This design comes from an exercise in tuning for small area, a short achievable clock period and few clock cycles per item on the open sky130 flow, not from production work.
No functional check of the RTL was part of any run shown here.

===== flow/flow/run.sh =====
#!/bin/bash
# Layout flow: the standard synthesis, then the combinational logic mapped
# again onto the cells (flip-flops kept as they are, names and cell types
# unchanged), then the standard layout from floorplan to finish.
# Each tool writes its full output to a log of its own in the work folder.
set -euo pipefail
WORK=$(pwd)
FLOWDIR=$WORK/flow
R=$WORK/orfs/results/$FLOW_PLATFORM/serpent_block_cipher_unit/base
YOSYS=${YOSYS_EXE:-$FLOW_HOME/../tools/install/yosys/bin/yosys}
[ -x "$YOSYS" ] || YOSYS=yosys

bash standard.sh synth > $WORK/log_synth.txt 2>&1

cp $R/1_2_yosys.v $WORK/std_synth.v
LIB=$FLOW_HOME/platforms/$FLOW_PLATFORM/lib/sky130_fd_sc_hd__tt_025C_1v80.lib \
IN=$WORK/std_synth.v OUT=$WORK/remapped.v TOP=$FLOW_TOP SCRIPT=$FLOWDIR/remap.abc \
  "$YOSYS" -c $FLOWDIR/remap.tcl > $WORK/log_remap.txt 2>&1

cp $WORK/remapped.v $R/1_2_yosys.v
rm -f $R/1_synth.odb
bash standard.sh finish > $WORK/log_finish.txt 2>&1

===== flow/flow/remap.abc =====
&get -n
&st
&dch -f
&nf -D 3500
&put
topo
stime -c
buffer -c
upsize -c
dnsize -c

===== flow/flow/remap.tcl =====
# Map the combinational logic of the standard synthesis netlist again.
# Flip-flops and tie cells stay as they are (blackboxes keep their instance
# names and cell types); every other cell is read as its liberty function.
yosys -import
set lib $::env(LIB)
read_liberty -ignore_miss_func $lib
blackbox sky130_fd_sc_hd__df* sky130_fd_sc_hd__edf* sky130_fd_sc_hd__sdf* sky130_fd_sc_hd__sedf* sky130_fd_sc_hd__dl* sky130_fd_sc_hd__conb_1
read_verilog $::env(IN)
hierarchy -check -top $::env(TOP)
flatten
opt_clean
set fh [open abc.constr w]
puts $fh "set_driving_cell sky130_fd_sc_hd__buf_1"
puts $fh "set_load 5"
close $fh
abc -liberty $lib -constr abc.constr -D 3500 -script $::env(SCRIPT) \
  -dont_use *lpflow* -dont_use *probe* -dont_use *clkdly* -dont_use *dlygate* \
  -dont_use *sdlclkp* -dont_use *dlclkp*
opt_clean -purge
# cell definitions again (as blackboxes) so that the checks see every port
read_liberty -lib -overwrite -ignore_miss_func $lib
hilomap -singleton -hicell sky130_fd_sc_hd__conb_1 HI -locell sky130_fd_sc_hd__conb_1 LO
splitnets
opt_clean -purge
insbuf -buf sky130_fd_sc_hd__buf_4 A X
check -assert
tee -o remap_stat.txt stat -liberty $lib
write_verilog -noattr -noexpr -nohex -nodec $::env(OUT)

===== flow/standard.sh =====
#!/bin/bash
# synth_recipe.tcl (not shown) runs the flow's synth.tcl, then flattens the netlist and writes it again
# the make line also repeats each setting of config.mk as NAME=value (left out here)
make -C /OpenROAD-flow-scripts/flow DESIGN_CONFIG=/design/flow/config.mk WORK_HOME=/design/flow/orfs CLKGATE_MAP_FILE= SYNTH_SCRIPT=/design/flow/synth_recipe.tcl "${@:-finish}"

===== flow/config.mk =====
export PLATFORM = sky130hd
export DESIGN_NAME = serpent_block_cipher_unit
export DESIGN_NICKNAME = serpent_block_cipher_unit
export VERILOG_FILES = /design/flow/design.v
export SDC_FILE = /design/flow/constraint.sdc
export NUM_CORES = 8
export LEC_CHECK = 0
export CAP_MARGIN = 20
export CORE_MARGIN = 2
export CORE_UTILIZATION = 30
export PLACE_DENSITY = 0.42
export SETUP_SLACK_MARGIN = 4.5
export SLEW_MARGIN = 20
export SYNTH_MEMORY_MAX_BITS = 8192

===== flow/constraint.sdc =====
create_clock -name core_clock -period 10.0 [get_ports {clk_i}]
set_input_delay 2.0000 -clock core_clock [delete_from_list [all_inputs] [get_ports {clk_i}]]
set_output_delay 2.0000 -clock core_clock [all_outputs]
set_load 0.01 [all_outputs]

===== flow/design.v =====
`timescale 1ns / 1ps
`default_nettype none
package serp_pkg;
  localparam logic [31:0] Phi = 32'h9E3779B9;
  localparam logic [2:0] RegKey0 = 3'd0;
  localparam logic [2:0] RegKey1 = 3'd1;
  localparam logic [2:0] RegKey2 = 3'd2;
  localparam logic [2:0] RegKey3 = 3'd3;
  localparam logic [2:0] RegKlen = 3'd4;
endpackage
`default_nettype wire
`timescale 1ns / 1ps
`default_nettype none
import serp_pkg::*;
module serp_ctrl (
  input  wire logic [255:0] key_i,     
  input  wire logic [1:0]   klen_i,
  input  wire logic [255:0] e_i,       
  input  wire logic         dec_i,
  output logic [255:0]      u_o,
  output logic [127:0]      k_o
);
  function automatic logic [3:0] sbox3(input logic [3:0] v);
    unique case (v)
      4'h0: sbox3 = 4'h0;
      4'h1: sbox3 = 4'hf;
      4'h2: sbox3 = 4'hb;
      4'h3: sbox3 = 4'h8;
      4'h4: sbox3 = 4'hc;
      4'h5: sbox3 = 4'h9;
      4'h6: sbox3 = 4'h6;
      4'h7: sbox3 = 4'h3;
      4'h8: sbox3 = 4'hd;
      4'h9: sbox3 = 4'h1;
      4'ha: sbox3 = 4'h2;
      4'hb: sbox3 = 4'h4;
      4'hc: sbox3 = 4'ha;
      4'hd: sbox3 = 4'h7;
      4'he: sbox3 = 4'h5;
      4'hf: sbox3 = 4'he;
      default: sbox3 = 4'h0;
    endcase
  endfunction
  function automatic logic [31:0] rl(input logic [31:0] x, input int unsigned n);
    rl = (x << n) | (x >> (32 - n));
  endfunction
  logic [31:0]  p [8];    
  logic [31:0]  w [4];    
  logic [127:0] g;
  logic [3:0]   nw;
  always_comb begin
    nw = (klen_i == 2'd0) ? 4'd4 : (klen_i == 2'd1) ? 4'd6 : 4'd8;
    for (int i = 0; i < 8; i++)
      p[i] = (4'(i) < nw) ? key_i[32*i +: 32] : ((4'(i) == nw) ? 32'd1 : 32'd0);
    w[0] = rl(p[0] ^ p[3] ^ p[5] ^ p[7] ^ Phi ^ 32'd0, 11);
    w[1] = rl(p[1] ^ p[4] ^ p[6] ^ w[0] ^ Phi ^ 32'd1, 11);
    w[2] = rl(p[2] ^ p[5] ^ p[7] ^ w[1] ^ Phi ^ 32'd2, 11);
    w[3] = rl(p[3] ^ p[6] ^ w[0] ^ w[2] ^ Phi ^ 32'd3, 11);
    u_o = dec_i ? e_i : {w[3], w[2], w[1], w[0], p[7], p[6], p[5], p[4]};
    g   = dec_i ? e_i[255:128] : {w[3], w[2], w[1], w[0]};
    for (int b = 0; b < 32; b++)
      {k_o[96+b], k_o[64+b], k_o[32+b], k_o[b]} = sbox3({g[96+b], g[64+b], g[32+b], g[b]});
  end
endmodule
`default_nettype wire
`timescale 1ns / 1ps
`default_nettype none
import serp_pkg::*;
module serp_dp #(
  parameter int unsigned M = 0
) (
  input  wire logic         dec_i,
  input  wire logic         done_i,
  input  wire logic [1:0]   lap_i,
  input  wire logic [4:0]   sel_i,     
  input  wire logic [127:0] x_i,
  input  wire logic [255:0] u_i,
  output logic [127:0]      y_o,
  output logic [127:0]      r_o,       
  output logic [255:0]      u_o
);
  function automatic logic [3:0] sbox_f(input logic [2:0] s, input logic [3:0] v);
    unique case ({s, v})
      7'h00: sbox_f = 4'h3;
      7'h01: sbox_f = 4'h8;
      7'h02: sbox_f = 4'hf;
      7'h03: sbox_f = 4'h1;
      7'h04: sbox_f = 4'ha;
      7'h05: sbox_f = 4'h6;
      7'h06: sbox_f = 4'h5;
      7'h07: sbox_f = 4'hb;
      7'h08: sbox_f = 4'he;
      7'h09: sbox_f = 4'hd;
      7'h0a: sbox_f = 4'h4;
      7'h0b: sbox_f = 4'h2;
      7'h0c: sbox_f = 4'h7;
      7'h0d: sbox_f = 4'h0;
      7'h0e: sbox_f = 4'h9;
      7'h0f: sbox_f = 4'hc;
      7'h10: sbox_f = 4'hf;
      7'h11: sbox_f = 4'hc;
      7'h12: sbox_f = 4'h2;
      7'h13: sbox_f = 4'h7;
      7'h14: sbox_f = 4'h9;
      7'h15: sbox_f = 4'h0;
      7'h16: sbox_f = 4'h5;
      7'h17: sbox_f = 4'ha;
      7'h18: sbox_f = 4'h1;
      7'h19: sbox_f = 4'hb;
      7'h1a: sbox_f = 4'he;
      7'h1b: sbox_f = 4'h8;
      7'h1c: sbox_f = 4'h6;
      7'h1d: sbox_f = 4'hd;
      7'h1e: sbox_f = 4'h3;
      7'h1f: sbox_f = 4'h4;
      7'h20: sbox_f = 4'h8;
      7'h21: sbox_f = 4'h6;
      7'h22: sbox_f = 4'h7;
      7'h23: sbox_f = 4'h9;
      7'h24: sbox_f = 4'h3;
      7'h25: sbox_f = 4'hc;
      7'h26: sbox_f = 4'ha;
      7'h27: sbox_f = 4'hf;
      7'h28: sbox_f = 4'hd;
      7'h29: sbox_f = 4'h1;
      7'h2a: sbox_f = 4'he;
      7'h2b: sbox_f = 4'h4;
      7'h2c: sbox_f = 4'h0;
      7'h2d: sbox_f = 4'hb;
      7'h2e: sbox_f = 4'h5;
      7'h2f: sbox_f = 4'h2;
      7'h30: sbox_f = 4'h0;
      7'h31: sbox_f = 4'hf;
      7'h32: sbox_f = 4'hb;
      7'h33: sbox_f = 4'h8;
      7'h34: sbox_f = 4'hc;
      7'h35: sbox_f = 4'h9;
      7'h36: sbox_f = 4'h6;
      7'h37: sbox_f = 4'h3;
      7'h38: sbox_f = 4'hd;
      7'h39: sbox_f = 4'h1;
      7'h3a: sbox_f = 4'h2;
      7'h3b: sbox_f = 4'h4;
      7'h3c: sbox_f = 4'ha;
      7'h3d: sbox_f = 4'h7;
      7'h3e: sbox_f = 4'h5;
      7'h3f: sbox_f = 4'he;
      7'h40: sbox_f = 4'h1;
      7'h41: sbox_f = 4'hf;
      7'h42: sbox_f = 4'h8;
      7'h43: sbox_f = 4'h3;
      7'h44: sbox_f = 4'hc;
      7'h45: sbox_f = 4'h0;
      7'h46: sbox_f = 4'hb;
      7'h47: sbox_f = 4'h6;
      7'h48: sbox_f = 4'h2;
      7'h49: sbox_f = 4'h5;
      7'h4a: sbox_f = 4'h4;
      7'h4b: sbox_f = 4'ha;
      7'h4c: sbox_f = 4'h9;
      7'h4d: sbox_f = 4'he;
      7'h4e: sbox_f = 4'h7;
      7'h4f: sbox_f = 4'hd;
      7'h50: sbox_f = 4'hf;
      7'h51: sbox_f = 4'h5;
      7'h52: sbox_f = 4'h2;
      7'h53: sbox_f = 4'hb;
      7'h54: sbox_f = 4'h4;
      7'h55: sbox_f = 4'ha;
      7'h56: sbox_f = 4'h9;
      7'h57: sbox_f = 4'hc;
      7'h58: sbox_f = 4'h0;
      7'h59: sbox_f = 4'h3;
      7'h5a: sbox_f = 4'he;
      7'h5b: sbox_f = 4'h8;
      7'h5c: sbox_f = 4'hd;
      7'h5d: sbox_f = 4'h6;
      7'h5e: sbox_f = 4'h7;
      7'h5f: sbox_f = 4'h1;
      7'h60: sbox_f = 4'h7;
      7'h61: sbox_f = 4'h2;
      7'h62: sbox_f = 4'hc;
      7'h63: sbox_f = 4'h5;
      7'h64: sbox_f = 4'h8;
      7'h65: sbox_f = 4'h4;
      7'h66: sbox_f = 4'h6;
      7'h67: sbox_f = 4'hb;
      7'h68: sbox_f = 4'he;
      7'h69: sbox_f = 4'h9;
      7'h6a: sbox_f = 4'h1;
      7'h6b: sbox_f = 4'hf;
      7'h6c: sbox_f = 4'hd;
      7'h6d: sbox_f = 4'h3;
      7'h6e: sbox_f = 4'ha;
      7'h6f: sbox_f = 4'h0;
      7'h70: sbox_f = 4'h1;
      7'h71: sbox_f = 4'hd;
      7'h72: sbox_f = 4'hf;
      7'h73: sbox_f = 4'h0;
      7'h74: sbox_f = 4'he;
      7'h75: sbox_f = 4'h8;
      7'h76: sbox_f = 4'h2;
      7'h77: sbox_f = 4'hb;
      7'h78: sbox_f = 4'h7;
      7'h79: sbox_f = 4'h4;
      7'h7a: sbox_f = 4'hc;
      7'h7b: sbox_f = 4'ha;
      7'h7c: sbox_f = 4'h9;
      7'h7d: sbox_f = 4'h3;
      7'h7e: sbox_f = 4'h5;
      7'h7f: sbox_f = 4'h6;
      default: sbox_f = 4'h0;
    endcase
  endfunction
  function automatic logic [3:0] sbox_i(input logic [2:0] s, input logic [3:0] v);
    unique case ({s, v})
      7'h00: sbox_i = 4'hd;
      7'h01: sbox_i = 4'h3;
      7'h02: sbox_i = 4'hb;
      7'h03: sbox_i = 4'h0;
      7'h04: sbox_i = 4'ha;
      7'h05: sbox_i = 4'h6;
      7'h06: sbox_i = 4'h5;
      7'h07: sbox_i = 4'hc;
      7'h08: sbox_i = 4'h1;
      7'h09: sbox_i = 4'he;
      7'h0a: sbox_i = 4'h4;
      7'h0b: sbox_i = 4'h7;
      7'h0c: sbox_i = 4'hf;
      7'h0d: sbox_i = 4'h9;
      7'h0e: sbox_i = 4'h8;
      7'h0f: sbox_i = 4'h2;
      7'h10: sbox_i = 4'h5;
      7'h11: sbox_i = 4'h8;
      7'h12: sbox_i = 4'h2;
      7'h13: sbox_i = 4'he;
      7'h14: sbox_i = 4'hf;
      7'h15: sbox_i = 4'h6;
      7'h16: sbox_i = 4'hc;
      7'h17: sbox_i = 4'h3;
      7'h18: sbox_i = 4'hb;
      7'h19: sbox_i = 4'h4;
      7'h1a: sbox_i = 4'h7;
      7'h1b: sbox_i = 4'h9;
      7'h1c: sbox_i = 4'h1;
      7'h1d: sbox_i = 4'hd;
      7'h1e: sbox_i = 4'ha;
      7'h1f: sbox_i = 4'h0;
      7'h20: sbox_i = 4'hc;
      7'h21: sbox_i = 4'h9;
      7'h22: sbox_i = 4'hf;
      7'h23: sbox_i = 4'h4;
      7'h24: sbox_i = 4'hb;
      7'h25: sbox_i = 4'he;
      7'h26: sbox_i = 4'h1;
      7'h27: sbox_i = 4'h2;
      7'h28: sbox_i = 4'h0;
      7'h29: sbox_i = 4'h3;
      7'h2a: sbox_i = 4'h6;
      7'h2b: sbox_i = 4'hd;
      7'h2c: sbox_i = 4'h5;
      7'h2d: sbox_i = 4'h8;
      7'h2e: sbox_i = 4'ha;
      7'h2f: sbox_i = 4'h7;
      7'h30: sbox_i = 4'h0;
      7'h31: sbox_i = 4'h9;
      7'h32: sbox_i = 4'ha;
      7'h33: sbox_i = 4'h7;
      7'h34: sbox_i = 4'hb;
      7'h35: sbox_i = 4'he;
      7'h36: sbox_i = 4'h6;
      7'h37: sbox_i = 4'hd;
      7'h38: sbox_i = 4'h3;
      7'h39: sbox_i = 4'h5;
      7'h3a: sbox_i = 4'hc;
      7'h3b: sbox_i = 4'h2;
      7'h3c: sbox_i = 4'h4;
      7'h3d: sbox_i = 4'h8;
      7'h3e: sbox_i = 4'hf;
      7'h3f: sbox_i = 4'h1;
      7'h40: sbox_i = 4'h5;
      7'h41: sbox_i = 4'h0;
      7'h42: sbox_i = 4'h8;
      7'h43: sbox_i = 4'h3;
      7'h44: sbox_i = 4'ha;
      7'h45: sbox_i = 4'h9;
      7'h46: sbox_i = 4'h7;
      7'h47: sbox_i = 4'he;
      7'h48: sbox_i = 4'h2;
      7'h49: sbox_i = 4'hc;
      7'h4a: sbox_i = 4'hb;
      7'h4b: sbox_i = 4'h6;
      7'h4c: sbox_i = 4'h4;
      7'h4d: sbox_i = 4'hf;
      7'h4e: sbox_i = 4'hd;
      7'h4f: sbox_i = 4'h1;
      7'h50: sbox_i = 4'h8;
      7'h51: sbox_i = 4'hf;
      7'h52: sbox_i = 4'h2;
      7'h53: sbox_i = 4'h9;
      7'h54: sbox_i = 4'h4;
      7'h55: sbox_i = 4'h1;
      7'h56: sbox_i = 4'hd;
      7'h57: sbox_i = 4'he;
      7'h58: sbox_i = 4'hb;
      7'h59: sbox_i = 4'h6;
      7'h5a: sbox_i = 4'h5;
      7'h5b: sbox_i = 4'h3;
      7'h5c: sbox_i = 4'h7;
      7'h5d: sbox_i = 4'hc;
      7'h5e: sbox_i = 4'ha;
      7'h5f: sbox_i = 4'h0;
      7'h60: sbox_i = 4'hf;
      7'h61: sbox_i = 4'ha;
      7'h62: sbox_i = 4'h1;
      7'h63: sbox_i = 4'hd;
      7'h64: sbox_i = 4'h5;
      7'h65: sbox_i = 4'h3;
      7'h66: sbox_i = 4'h6;
      7'h67: sbox_i = 4'h0;
      7'h68: sbox_i = 4'h4;
      7'h69: sbox_i = 4'h9;
      7'h6a: sbox_i = 4'he;
      7'h6b: sbox_i = 4'h7;
      7'h6c: sbox_i = 4'h2;
      7'h6d: sbox_i = 4'hc;
      7'h6e: sbox_i = 4'h8;
      7'h6f: sbox_i = 4'hb;
      7'h70: sbox_i = 4'h3;
      7'h71: sbox_i = 4'h0;
      7'h72: sbox_i = 4'h6;
      7'h73: sbox_i = 4'hd;
      7'h74: sbox_i = 4'h9;
      7'h75: sbox_i = 4'he;
      7'h76: sbox_i = 4'hf;
      7'h77: sbox_i = 4'h8;
      7'h78: sbox_i = 4'h5;
      7'h79: sbox_i = 4'hc;
      7'h7a: sbox_i = 4'hb;
      7'h7b: sbox_i = 4'h7;
      7'h7c: sbox_i = 4'ha;
      7'h7d: sbox_i = 4'h1;
      7'h7e: sbox_i = 4'h4;
      7'h7f: sbox_i = 4'h2;
      default: sbox_i = 4'h0;
    endcase
  endfunction
  function automatic logic [127:0] slice(input logic [2:0] s, input logic inv,
                                         input logic [127:0] x);
    logic [127:0] y;
    logic [3:0] n;
    logic [3:0] o;
    begin
      y = '0;
      for (int b = 0; b < 32; b++) begin
        n = {x[96+b], x[64+b], x[32+b], x[b]};
        o = inv ? sbox_i(s, n) : sbox_f(s, n);
        y[b] = o[0]; y[32+b] = o[1]; y[64+b] = o[2]; y[96+b] = o[3];
      end
      slice = y;
    end
  endfunction
  function automatic logic [31:0] rl(input logic [31:0] x, input int unsigned n);
    rl = (x << n) | (x >> (32 - n));
  endfunction
  function automatic logic [127:0] lin_fwd(input logic [127:0] v);
    logic [31:0] a, b, c, d;
    begin
      a = v[31:0]; b = v[63:32]; c = v[95:64]; d = v[127:96];
      a = rl(a, 13); c = rl(c, 3);
      b = b ^ a ^ c; d = d ^ c ^ (a << 3);
      b = rl(b, 1); d = rl(d, 7);
      a = a ^ b ^ d; c = c ^ d ^ (b << 7);
      a = rl(a, 5); c = rl(c, 22);
      lin_fwd = {d, c, b, a};
    end
  endfunction
  function automatic logic [127:0] lin_inv(input logic [127:0] v);
    logic [31:0] a, b, c, d;
    begin
      a = v[31:0]; b = v[63:32]; c = v[95:64]; d = v[127:96];
      c = rl(c, 10); a = rl(a, 27);
      c = c ^ d ^ (b << 7); a = a ^ b ^ d;
      d = rl(d, 25); b = rl(b, 31);
      d = d ^ c ^ (a << 3); b = b ^ a ^ c;
      c = rl(c, 29); a = rl(a, 19);
      lin_inv = {d, c, b, a};
    end
  endfunction
  localparam logic [2:0] SE0 = 3'(2 * M);        
  localparam logic [2:0] SE1 = 3'(2 * M + 1);
  localparam logic [2:0] SD0 = 3'(7 - 2 * M);    
  localparam logic [2:0] SD1 = 3'(6 - 2 * M);
  localparam logic [2:0] KE0 = 3'(2 - 2 * M);    
  localparam logic [2:0] KE1 = 3'(1 - 2 * M);
  localparam logic [2:0] KD0 = 3'(2 * M + 4);    
  localparam logic [2:0] KD1 = 3'(2 * M + 5);
  localparam bit         LastStage = (M == 3);
  logic [31:0]  s  [16];    
  logic [31:0]  sb [16];    
  logic [7:0]   je, id;
  logic [127:0] ke0, ke1, kd0, kd1;
  logic [127:0] a1, a2, a3, ye;
  logic [127:0] d1, d2, d3, yd;
  logic [255:0] ne, nd;
  assign je = 8'({lap_i, 5'd0}) + 8'(8 * M + 4);      
  assign id = 8'(124 - 8 * M) - 8'({lap_i, 5'd0});   
  always_comb begin
    for (int t = 0; t < 8; t++) s[t] = u_i[32*t +: 32];
    for (int t = 0; t < 8; t++)
      s[8+t] = rl(s[t] ^ s[t+3] ^ s[t+5] ^ s[t+7] ^ Phi ^ {24'd0, 8'(je + 8'(t))}, 11);
    for (int t = 0; t < 8; t++) sb[8+t] = u_i[32*t +: 32];
    for (int k = 7; k >= 0; k--)
      sb[k] = rl(sb[k+8], 21) ^ sb[k+3] ^ sb[k+5] ^ sb[k+7] ^ Phi ^ {24'd0, 8'(id + 8'(k))};
    for (int t = 0; t < 8; t++) begin
      ne[32*t +: 32] = s[8+t];
      nd[32*t +: 32] = sb[t];
    end
  end
  assign ke0 = slice(KE0, 1'b0, {s[11], s[10], s[9], s[8]});
  assign ke1 = slice(KE1, 1'b0, {s[15], s[14], s[13], s[12]});
  assign kd0 = slice(KD0, 1'b0, {sb[11], sb[10], sb[9], sb[8]});
  assign kd1 = slice(KD1, 1'b0, {sb[7], sb[6], sb[5], sb[4]});
  assign a1 = slice(SE0, 1'b0, x_i);
  assign a2 = lin_fwd(a1) ^ ke0;
  assign a3 = slice(SE1, 1'b0, a2);
  assign ye = lin_fwd(a3) ^ ke1;
  assign d1 = slice(SD0, 1'b1, x_i) ^ kd0;
  assign d2 = lin_inv(d1);
  assign d3 = slice(SD1, 1'b1, d2) ^ kd1;
  assign yd = lin_inv(d3);
  always_comb begin
    y_o = ({128{sel_i[0]}} & ye) | ({128{sel_i[2]}} & yd) | ({128{sel_i[4]}} & x_i);
    if (LastStage) y_o = y_o | ({128{sel_i[1]}} & (a3 ^ ke1)) | ({128{sel_i[3]}} & d3);
  end
  assign r_o = LastStage ? (done_i ? x_i : (dec_i ? d3 : (a3 ^ ke1))) : '0;
  assign u_o = dec_i ? nd : ne;
endmodule
`default_nettype wire
`timescale 1ns / 1ps
`default_nettype none
import serp_pkg::*;
module serpent_block_cipher_unit (
  input  wire logic         clk_i,
  input  wire logic         rst_ni,
  input  wire logic         psel_i,
  input  wire logic         penable_i,
  input  wire logic         pwrite_i,
  input  wire logic [5:0]   paddr_i,
  input  wire logic [63:0]  pwdata_i,
  output logic [63:0]       prdata_o,
  output logic              pready_o,
  input  wire logic         s_axis_tvalid_i,
  output logic              s_axis_tready_o,
  input  wire logic [127:0] s_axis_tdata_i,   
  input  wire logic         s_axis_tuser_i,   
  output logic              m_axis_tvalid_o,
  input  wire logic         m_axis_tready_i,
  output logic [127:0]      m_axis_tdata_o    
);
  logic [63:0]  key_q [4];
  logic [1:0]   klen_q;
  logic         wr, key_wr;
  logic [2:0]   ra;
  assign pready_o = 1'b1;
  assign wr = psel_i && penable_i && pwrite_i;
  assign ra = paddr_i[5:3];
  assign key_wr = wr && (ra <= RegKlen);
  always_ff @(posedge clk_i or negedge rst_ni) begin
    if (!rst_ni) begin
      for (int i = 0; i < 4; i++) key_q[i] <= '0;
      klen_q <= '0;
    end else if (wr) begin
      unique case (ra)
        RegKey0: key_q[0] <= pwdata_i;
        RegKey1: key_q[1] <= pwdata_i;
        RegKey2: key_q[2] <= pwdata_i;
        RegKey3: key_q[3] <= pwdata_i;
        RegKlen: klen_q   <= pwdata_i[1:0];
        default: ;
      endcase
    end
  end
  always_comb begin
    unique case (ra)
      RegKey0: prdata_o = key_q[0];
      RegKey1: prdata_o = key_q[1];
      RegKey2: prdata_o = key_q[2];
      RegKey3: prdata_o = key_q[3];
      RegKlen: prdata_o = {62'd0, klen_q};
      default: prdata_o = '0;
    endcase
  end
  logic         v_q    [4];    
  logic         pc_q   [4];    
  logic         dec_q  [4];
  logic         done_q [4];    
  logic [1:0]   lap_q  [4];
  logic [2:0]   tag_q  [4];    
  logic [127:0] x_q    [4];
  logic [255:0] u_q    [4];
  logic [127:0] y      [4];
  logic [127:0] r      [4];
  logic [4:0]   sel    [4];
  logic [255:0] un     [4];
  logic [255:0] e_q;           
  logic         e_val_q, pc_busy_q;
  logic [2:0]   itag_q, otag_q;
  logic         ovalid_q;
  logic [127:0] odata_q;
  logic [255:0] u_in;
  logic [127:0] k_in;
  logic         exit3, cont3, free0;
  logic         rdy3_q, pcc3_q, comp3_q, tagok3_q;    
  logic         accept, launch, ent_dec;
  for (genvar m = 0; m < 4; m++) begin : g_sel
    logic go, lst;
    assign go  = (m == 3) ? cont3 : 1'b1;
    assign lst = (m == 3) && (lap_q[m] == 2'd3);
    assign sel[m] = {go &&  done_q[m],
                     go && !done_q[m] &&  dec_q[m] &&  lst,
                     go && !done_q[m] &&  dec_q[m] && !lst,
                     go && !done_q[m] && !dec_q[m] &&  lst,
                     go && !done_q[m] && !dec_q[m] && !lst};
  end
  for (genvar m = 0; m < 4; m++) begin : g_stage
    serp_dp #(.M(m)) u_dp (
      .dec_i (dec_q[m]),
      .done_i(done_q[m]),
      .sel_i (sel[m]),
      .lap_i (lap_q[m]),
      .x_i   (x_q[m]),
      .u_i   (u_q[m]),
      .y_o   (y[m]),
      .r_o   (r[m]),
      .u_o   (un[m])
    );
  end
  assign ent_dec = s_axis_tuser_i && e_val_q;
  serp_ctrl u_ctrl (
    .key_i ({key_q[3], key_q[2], key_q[1], key_q[0]}),
    .klen_i(klen_q),
    .e_i   (e_q),
    .dec_i (ent_dec),
    .u_o   (u_in),
    .k_o   (k_in)
  );
  assign exit3 = rdy3_q && tagok3_q && (!ovalid_q || m_axis_tready_i);
  assign cont3 = v_q[3] && !exit3 && !pcc3_q && !(key_wr && pc_q[3]);
  assign free0 = !cont3;
  assign s_axis_tready_o = (!v_q[3] || pcc3_q || exit3) && (e_val_q || !s_axis_tuser_i);
  assign accept = s_axis_tvalid_i && s_axis_tready_o;
  assign launch = free0 && !accept && !e_val_q && !pc_busy_q && !key_wr;
  always_ff @(posedge clk_i or negedge rst_ni) begin
    if (!rst_ni) begin
      for (int m = 0; m < 4; m++) v_q[m] <= 1'b0;
      e_val_q   <= 1'b0;
      pc_busy_q <= 1'b0;
      itag_q    <= '0;
      otag_q    <= '0;
      ovalid_q  <= 1'b0;
      rdy3_q    <= 1'b0;
      pcc3_q    <= 1'b0;
      comp3_q   <= 1'b0;
      tagok3_q  <= 1'b0;
    end else begin
      rdy3_q   <= v_q[2] && !pc_q[2] && (done_q[2] || lap_q[2] == 2'd3);
      pcc3_q   <= v_q[2] && pc_q[2] && !done_q[2] && lap_q[2] == 2'd3 && !key_wr;
      comp3_q  <= v_q[2] && !done_q[2] && lap_q[2] == 2'd3;
      tagok3_q <= (tag_q[2] == (exit3 ? otag_q + 3'd1 : otag_q));
      for (int m = 0; m < 3; m++) v_q[m+1] <= v_q[m] && !(key_wr && pc_q[m]);
      v_q[0] <= cont3 || accept || launch;
      if (accept) itag_q <= itag_q + 3'd1;
      if (exit3) otag_q <= otag_q + 3'd1;
      if (exit3) ovalid_q <= 1'b1;
      else if (m_axis_tready_i) ovalid_q <= 1'b0;
      if (key_wr) begin
        e_val_q   <= 1'b0;
        pc_busy_q <= 1'b0;
      end else begin
        if (comp3_q && !dec_q[3]) e_val_q <= 1'b1;
        if (launch) pc_busy_q <= 1'b1;
        else if (pcc3_q) pc_busy_q <= 1'b0;
      end
    end
  end
  always_ff @(posedge clk_i) begin
    for (int m = 0; m < 3; m++) begin
      pc_q[m+1]   <= pc_q[m];
      dec_q[m+1]  <= dec_q[m];
      done_q[m+1] <= done_q[m];
      lap_q[m+1]  <= lap_q[m];
      tag_q[m+1]  <= tag_q[m];
      x_q[m+1]    <= y[m];
      u_q[m+1]    <= un[m];
    end
    if (cont3) begin
      pc_q[0]   <= pc_q[3];
      dec_q[0]  <= dec_q[3];
      done_q[0] <= done_q[3] || lap_q[3] == 2'd3;
      lap_q[0]  <= lap_q[3] + 2'd1;
      tag_q[0]  <= tag_q[3];
      u_q[0]    <= un[3];
    end else begin
      pc_q[0]   <= !accept;
      dec_q[0]  <= ent_dec;
      done_q[0] <= 1'b0;
      lap_q[0]  <= 2'd0;
      tag_q[0]  <= itag_q;
      u_q[0]    <= u_in;
    end
    x_q[0] <= y[3] | ({128{!cont3}} & (s_axis_tdata_i ^ k_in));
    if (comp3_q && !dec_q[3] && !e_val_q) e_q <= un[3];
    if (exit3) odata_q <= r[3];
  end
  assign m_axis_tvalid_o = ovalid_q;
  assign m_axis_tdata_o  = odata_q;
endmodule
`default_nettype wire

==> impl_results.md, run 1 <==
- Status: failed layout checks
- Layout check faults: capacitance limit, slew limit
- Cell count after synthesis: 40.6k
- Fillcell total: 105k
- Iteration-0 DRC Markers: slightly below 60k
- ANT nets after route: 0
- Routed length per instance: 49.5 µm
- Clk sink count: 2483
- Setup Viol. Count Final: 0
- R2R Setup Slk: 3.93 ns
- Slew of the pin with the lowest slew margin: 2.22 ns
- WS Path Type: flip-flop to flip-flop
- Slowest-stage cell, CP: o211ai_1
- Hpwl dp: between 2000000 and 3000000 µm
- Max frequency: about 160 MHz
- RR Endpoint: g_stage[0].u_dp.a1[72]
- Mapped Area: 318000 µm²
- YS warnings: 39
- Syn Area/Cell: 7.84 µm²
- Final nets: 44.7k
- CP required: 11.09 ns
- Routed wire length: 3020000 µm
- RSZ-0062 raised after global routing: true
- First-pass GRT wire length: 3630000 µm
- Most common cell after layout, fill and taps aside: xnor2_1
- Clk slew on worst S/H paths: 0.06 ns
- CTS root buffer: clkbuf_16
- Floorplan core area: 1060000 µm²
- Largest net degree at the start of global routing: 150
- Startpoint types: flip-flop
- Final TNS setup: 0 ns
- Starting density of the core: between 30% and 40%
- Congestion Overflow GR: 0
- Hold Vio Cnt, Final: 0
- Final period util: 60.7%
- WP buf/inv: 4
- Die width: 1030 µm
- Port Buffer Count: 396
- Syn nets: 40.8k
- Setup crit start: u_q[3][95]
- Crit-path max FO: 7
- CTS tree: built
- Setup Skew: 0.192 ns
- CTS Buf Count: 339
- GR Util All Layers: a little over half
- Cell Rows: 378
- DRT Pass-1 Iters: 14
- Worst path top cell family by delay: XOR/XNOR gates
- Initial antenna violation count: 670
- Pins Over Slew Limit: 77
- Max incr delay on CP: 0.90 ns
- DR DRC count: 0
- Element type at the critical path end: flip-flop
- Final Wtd Congestion: approximately 1.2
- Crit path time final: around 6.1 ns
- Tightest Hold Check Type: flip-flop to flip-flop
- Commonest non-fill, non-tap cells in the layout: xnor2_1, buf_4, nand2_1, nor2_1, xor2_1
- WP depth: 19
- Die ar.: about 1100000 µm²
- Worst r2r path cells: 19
- Slew margin rel.: -48.0%
- Crit path cell chain: buf_12 -> nor2b_4 -> xnor2_4 -> xnor2_2 -> xnor3_2 -> xnor3_2 -> xnor3_2 -> buf_6 -> nor3_1 -> a211oi_4 -> xnor2_4 -> buf_12 -> xor2_4 -> xnor2_2 -> o211ai_1 -> a21oi_1 -> buf_6 -> o31a_1 -> xnor2_1
- Area Overhead vs Synth: 42.8%
- I/O pin count: 401
- Clk Latency, worst-skew pair: 1.24 ns
- Clock Tree Buf Depth: 5
- Vias per cell: 6.03
- Critical path arrival: 7.16 ns
- Share of layout cells above drive strength 1: 30.1%
- H-tree depth: 5
- Crit path to: g_stage[0].u_dp.a1[72]
- Most frequent CP cell: xnor3_2
- Vias in the first global route: 310k
- Maxcap violations: 7
- Via count: approximately 370k
- Reg2reg start: u_q[3][95]
- Die Y: 1030 µm
==> routing by layer <==
layer / global-route usage [%] / routed length [µm] / share of wire (%) / vias up
li1: - / - / - / 147000
met1: 59.1 / 1040000 / 35 / 183000
met2: 70.5 / 1130000 / 37 / 29800
met3: 28.0 / 441000 / 15 / 8625
met4: 56.7 / 398000 / 13 / 266
met5: 1.02 / 5260 / 0.17 / -
==> stage by stage <==
step / hold WS, ns / cell area, µm² / std cells / setup WS, ns / utilization [%]
after floorplan: 0.310 / 319000 / 40600 / 3.13 / -
after CTS: 0.324 / 420000 / 57600 / 4.05 / 39.7
after global routing: 0.329 / 452000 / 60100 / 4.10 / 42.7
final: 0.327 / 454000 / 61100 / 3.93 / 42.9
after detailed placement: 0.314 / 357000 / 55500 / 1.82 / 33.8
after global placement: 0.310 / 356000 / 55500 / 1.38 / 33.7
==> how the worst min path moves through the flow <==
stage | endpoint | from | depth (start not counted)
final | tag_q[2][0] | tag_q[1][0] | 0
after floorplan | tag_q[1][0] | tag_q[0][0] | 0
after detailed placement | tag_q[2][0] | tag_q[1][0] | 0
after CTS | tag_q[1][0] | tag_q[0][0] | 0
after global placement | tag_q[2][1] | tag_q[1][1] | 0
after global routing | tag_q[2][0] | tag_q[1][0] | 0
==> area by class of cell <==
type                            instances  area, µm²  share of cell area, %
Clock buffer                          449       9500                   2.09
Sequential cell                      2483      57000                   12.5
Tap cell                            14100      17600                   3.87
Clock inverter                        162       2030                  0.448
Timing Repair Buffer                 5399      51000                   11.2
Inverter                              686       2730                  0.601
Antenna cell                         2297       5750                   1.27
Multi-Input combinational cell      35500     309000                   68.0
==> state kept, by name, indices dropped and copies added (netlist names), 2 cells and up <==
signal / count
dec_q: 4
itag_q: 3
lap_q: 8
done_q: 4
odata_q: 128
e_q: 256
tag_q: 12
pc_q: 4
u_q: 1024
x_q: 512
v_q: 4
g_stage.u_dp.a1: 128
otag_q: 3
g_stage.u_dp.kd0: 128
key_q: 256
klen_q: 2
==> repair_timing <==
item | 4_1_cts | 5_1_grt
endpoints found under the hold margin | 0 | 0
setup buffers | 1396 | 1181
pin swaps | 1015 | 1124
gates resized for setup | 6384 | 2860
cloned | 12 | 11
hold buffers | 0 | 0
setup endpoints to repair | 894 | 619
==> run 2, diff against run 1 <==
--- a/flow/design.v
+++ b/flow/design.v
@@ -46,5 +46,6 @@
   endfunction
   logic [31:0]  p [8];    
-  logic [31:0]  w [4];    
+  logic [31:0]  w [12];   
+  logic [31:0]  f57, f02, f13, f24;
   logic [127:0] g;
   logic [3:0]   nw;
@@ -53,9 +54,23 @@
     for (int i = 0; i < 8; i++)
       p[i] = (4'(i) < nw) ? key_i[32*i +: 32] : ((4'(i) == nw) ? 32'd1 : 32'd0);
-    w[0] = rl(p[0] ^ p[3] ^ p[5] ^ p[7] ^ Phi ^ 32'd0, 11);
+    f57  = p[5] ^ p[7];
+    w[0] = rl(p[0] ^ p[3] ^ f57 ^ Phi ^ 32'd0, 11);
     w[1] = rl(p[1] ^ p[4] ^ p[6] ^ w[0] ^ Phi ^ 32'd1, 11);
-    w[2] = rl(p[2] ^ p[5] ^ p[7] ^ w[1] ^ Phi ^ 32'd2, 11);
-    w[3] = rl(p[3] ^ p[6] ^ w[0] ^ w[2] ^ Phi ^ 32'd3, 11);
-    u_o = dec_i ? e_i : {w[3], w[2], w[1], w[0], p[7], p[6], p[5], p[4]};
+    w[2] = rl(p[2] ^ f57 ^ w[1] ^ Phi ^ 32'd2, 11);
+    f02  = w[0] ^ w[2];
+    w[3] = rl(p[3] ^ p[6] ^ f02 ^ Phi ^ 32'd3, 11);
+    f13  = w[1] ^ w[3];
+    w[4] = rl(p[4] ^ p[7] ^ f13 ^ Phi ^ 32'd4, 11);
+    w[5] = rl(p[5] ^ f02 ^ w[4] ^ Phi ^ 32'd5, 11);
+    w[6] = rl(p[6] ^ f13 ^ w[5] ^ Phi ^ 32'd6, 11);
+    f24  = w[2] ^ w[4];
+    w[7] = rl(p[7] ^ f24 ^ w[6] ^ Phi ^ 32'd7, 11);
+    f57  = w[5] ^ w[7];
+    w[8] = rl(w[0] ^ w[3] ^ f57 ^ Phi ^ 32'd8, 11);
+    w[9] = rl(w[1] ^ w[4] ^ w[6] ^ w[8] ^ Phi ^ 32'd9, 11);
+    w[10] = rl(w[2] ^ f57 ^ w[9] ^ Phi ^ 32'd10, 11);
+    f02  = w[8] ^ w[10];
+    w[11] = rl(w[3] ^ w[6] ^ f02 ^ Phi ^ 32'd11, 11);
+    u_o = dec_i ? e_i : {w[11], w[10], w[9], w[8], w[7], w[6], w[5], w[4]};
     g   = dec_i ? e_i[255:128] : {w[3], w[2], w[1], w[0]};
     for (int b = 0; b < 32; b++)
@@ -404,13 +419,38 @@
   logic [127:0] d1, d2, d3, yd;
   logic [255:0] ne, nd;
-  assign je = 8'({lap_i, 5'd0}) + 8'(8 * M + 4);      
+  assign je = 8'({lap_i, 5'd0}) + 8'(8 * M + 12);     
   assign id = 8'(124 - 8 * M) - 8'({lap_i, 5'd0});   
+  logic [31:0] ce [8], cd [8];
+  logic [31:0] f57, f02, f13, f24, d24, d13, d57;
   always_comb begin
+    for (int t = 0; t < 8; t++) begin
+      ce[t] = Phi ^ {24'd0, 8'(je + 8'(t))};
+      cd[t] = Phi ^ {24'd0, 8'(id + 8'(t))};
+    end
     for (int t = 0; t < 8; t++) s[t] = u_i[32*t +: 32];
-    for (int t = 0; t < 8; t++)
-      s[8+t] = rl(s[t] ^ s[t+3] ^ s[t+5] ^ s[t+7] ^ Phi ^ {24'd0, 8'(je + 8'(t))}, 11);
+    f57   = s[5] ^ s[7];
+    s[8]  = rl(s[0] ^ s[3] ^ f57 ^ ce[0], 11);
+    s[9]  = rl(s[1] ^ s[4] ^ s[6] ^ s[8] ^ ce[1], 11);
+    s[10] = rl(s[2] ^ f57 ^ s[9] ^ ce[2], 11);
+    f02   = s[8] ^ s[10];
+    s[11] = rl(s[3] ^ s[6] ^ f02 ^ ce[3], 11);
+    f13   = s[9] ^ s[11];
+    s[12] = rl(s[4] ^ s[7] ^ f13 ^ ce[4], 11);
+    s[13] = rl(s[5] ^ f02 ^ s[12] ^ ce[5], 11);
+    s[14] = rl(s[6] ^ f13 ^ s[13] ^ ce[6], 11);
+    f24   = s[10] ^ s[12];
+    s[15] = rl(s[7] ^ f24 ^ s[14] ^ ce[7], 11);
     for (int t = 0; t < 8; t++) sb[8+t] = u_i[32*t +: 32];
-    for (int k = 7; k >= 0; k--)
-      sb[k] = rl(sb[k+8], 21) ^ sb[k+3] ^ sb[k+5] ^ sb[k+7] ^ Phi ^ {24'd0, 8'(id + 8'(k))};
+    d24   = sb[10] ^ sb[12];
+    d13   = sb[9] ^ sb[11];
+    sb[7] = rl(sb[15], 21) ^ d24 ^ sb[14] ^ cd[7];
+    sb[6] = rl(sb[14], 21) ^ d13 ^ sb[13] ^ cd[6];
+    sb[5] = rl(sb[13], 21) ^ sb[8] ^ d24 ^ cd[5];
+    sb[4] = rl(sb[12], 21) ^ sb[7] ^ d13 ^ cd[4];
+    sb[3] = rl(sb[11], 21) ^ sb[6] ^ sb[8] ^ sb[10] ^ cd[3];
+    d57   = sb[5] ^ sb[7];
+    sb[2] = rl(sb[10], 21) ^ d57 ^ sb[9] ^ cd[2];
+    sb[1] = rl(sb[9], 21) ^ sb[4] ^ sb[6] ^ sb[8] ^ cd[1];
+    sb[0] = rl(sb[8], 21) ^ sb[3] ^ d57 ^ cd[0];
     for (int t = 0; t < 8; t++) begin
       ne[32*t +: 32] = s[8+t];
@@ -418,6 +458,6 @@
     end
   end
-  assign ke0 = slice(KE0, 1'b0, {s[11], s[10], s[9], s[8]});
-  assign ke1 = slice(KE1, 1'b0, {s[15], s[14], s[13], s[12]});
+  assign ke0 = slice(KE0, 1'b0, {s[3], s[2], s[1], s[0]});
+  assign ke1 = slice(KE1, 1'b0, {s[7], s[6], s[5], s[4]});
   assign kd0 = slice(KD0, 1'b0, {sb[11], sb[10], sb[9], sb[8]});
   assign kd1 = slice(KD1, 1'b0, {sb[7], sb[6], sb[5], sb[4]});
@@ -611,5 +651,5 @@
     end
     x_q[0] <= y[3] | ({128{!cont3}} & (s_axis_tdata_i ^ k_in));
-    if (comp3_q && !dec_q[3] && !e_val_q) e_q <= un[3];
+    if (comp3_q && !dec_q[3] && !e_val_q) e_q <= u_q[3];
     if (exit3) odata_q <= r[3];
   end
--- a/flow/flow/remap.tcl
+++ b/flow/flow/remap.tcl
@@ -16,5 +16,5 @@
 abc -liberty $lib -constr abc.constr -D 3500 -script $::env(SCRIPT) \
   -dont_use *lpflow* -dont_use *probe* -dont_use *clkdly* -dont_use *dlygate* \
-  -dont_use *sdlclkp* -dont_use *dlclkp*
+  -dont_use *sdlclkp* -dont_use *dlclkp* -dont_use *a222oi*
 opt_clean -purge
 # cell definitions again (as blackboxes) so that the checks see every port
--- a/flow/config.mk
+++ b/flow/config.mk
@@ -6,9 +6,9 @@
 export NUM_CORES = 8
 export LEC_CHECK = 0
-export CAP_MARGIN = 20
+export CAP_MARGIN = 40
 export CORE_MARGIN = 2
-export CORE_UTILIZATION = 30
-export PLACE_DENSITY = 0.42
+export CORE_UTILIZATION = 40
+export PLACE_DENSITY = 0.55
 export SETUP_SLACK_MARGIN = 4.5
-export SLEW_MARGIN = 20
+export SLEW_MARGIN = 40
 export SYNTH_MEMORY_MAX_BITS = 8192
==> run 2 against run 1 <==
Compared with the run above: the flow now stops in 5_1_grt; synthesized area rose by 0.79%; synthesized cell count rose by 2.4%.
==> impl_results.md, run 2 <==
- Status: did not finish
- Halt Stage: 5_1_grt
- Stop Error: [ERROR GRT-0116] Global routing finished with congestion. Check the congestion regions in the DRC Viewer.
- Cell count after synthesis: 41.6k
- YS warnings: 47
- Clock Tree Buf Depth: 4
- CTS root buffer: clkbuf_16
- Congestion Overflow GR: 18
- Largest net degree at the start of global routing: 169
- Die width: 899 µm
- Syn Area/Cell: between 7 and 8 µm²
- H-tree depth: 5
- Pre-CTS setup slack: 1.89 ns
- Syn nets: approximately 42k
- Final Wtd Congestion: 1.38
- Hpwl dp: 2300000 µm
- Starting density of the core: 40.2%
- Vias in the first global route: 350k
- Cell Rows: 328
- GR Util All Layers: 69.7%
- CTS Hold Bufs: 0
- CTS Buf Count: 354
- Mapped Area: 321000 µm²
- Die Y: 899 µm
- First-pass GRT wire length: ~3700000 µm
- Port Buffer Count: approximately 400
- I/O pin count: 401
## run 2: how the worst min path moves through the flow
stage          cells after the start     endpoint  slack, ns
2_1_floorplan                      0  tag_q[1][0]       0.31
3_3_place_gp                       0  tag_q[2][0]       0.31
3_5_place_dp                       0  tag_q[2][0]       0.31
4_1_cts                            0  tag_q[1][2]       0.33
## run 2: timing repair
item,in CTS
gates cloned,9
buffers inserted,790
gates resized for setup,2962
setup endpoints to repair,959
pin swaps,560
## run 2: layer usage
layer	GRT overflow	global-route usage (%)
met5	0	30.5
met4	13	67.1
met3	2	56.5
met2	3	81.8
met1	0	72.2
## run 2: through the flow
stage / cell area, µm² / cells
4_1_cts: 394000 / 53800
3_5_place_dp: 357000 / 52400
3_3_place_gp: 347000 / 52200
2_1_floorplan: 321000 / 41600

[re-timing with driven ports]
No port has a modelled driver above. Below, the same layout with a new extraction and two added sets of constraints.
Step 1 assumes that a clkbuf_16 drives the clock port and a buf_2 every other input.
Step 2 moves the port delays by t, midway between the first and last clock arrival at a register: inputs arrive t later, outputs are due t later. That takes back most of the time a late clock gives input paths.
a / b / c = no drivers / after step 1 / after step 2; a / b = the first two.
run: run 1
t, ns: 1.320
slack for setup (ns): 3.929 / 3.922 / 3.058
hold slack, ns: 0.327 / 0.327 / 0.327
clock arrival spread, ns: 0.192 / 0.192
cell pins on the clock port's net: 1
For run 1, drivers alone change the setup slack by -0.007 ns; drivers and shift together by -0.871 ns.
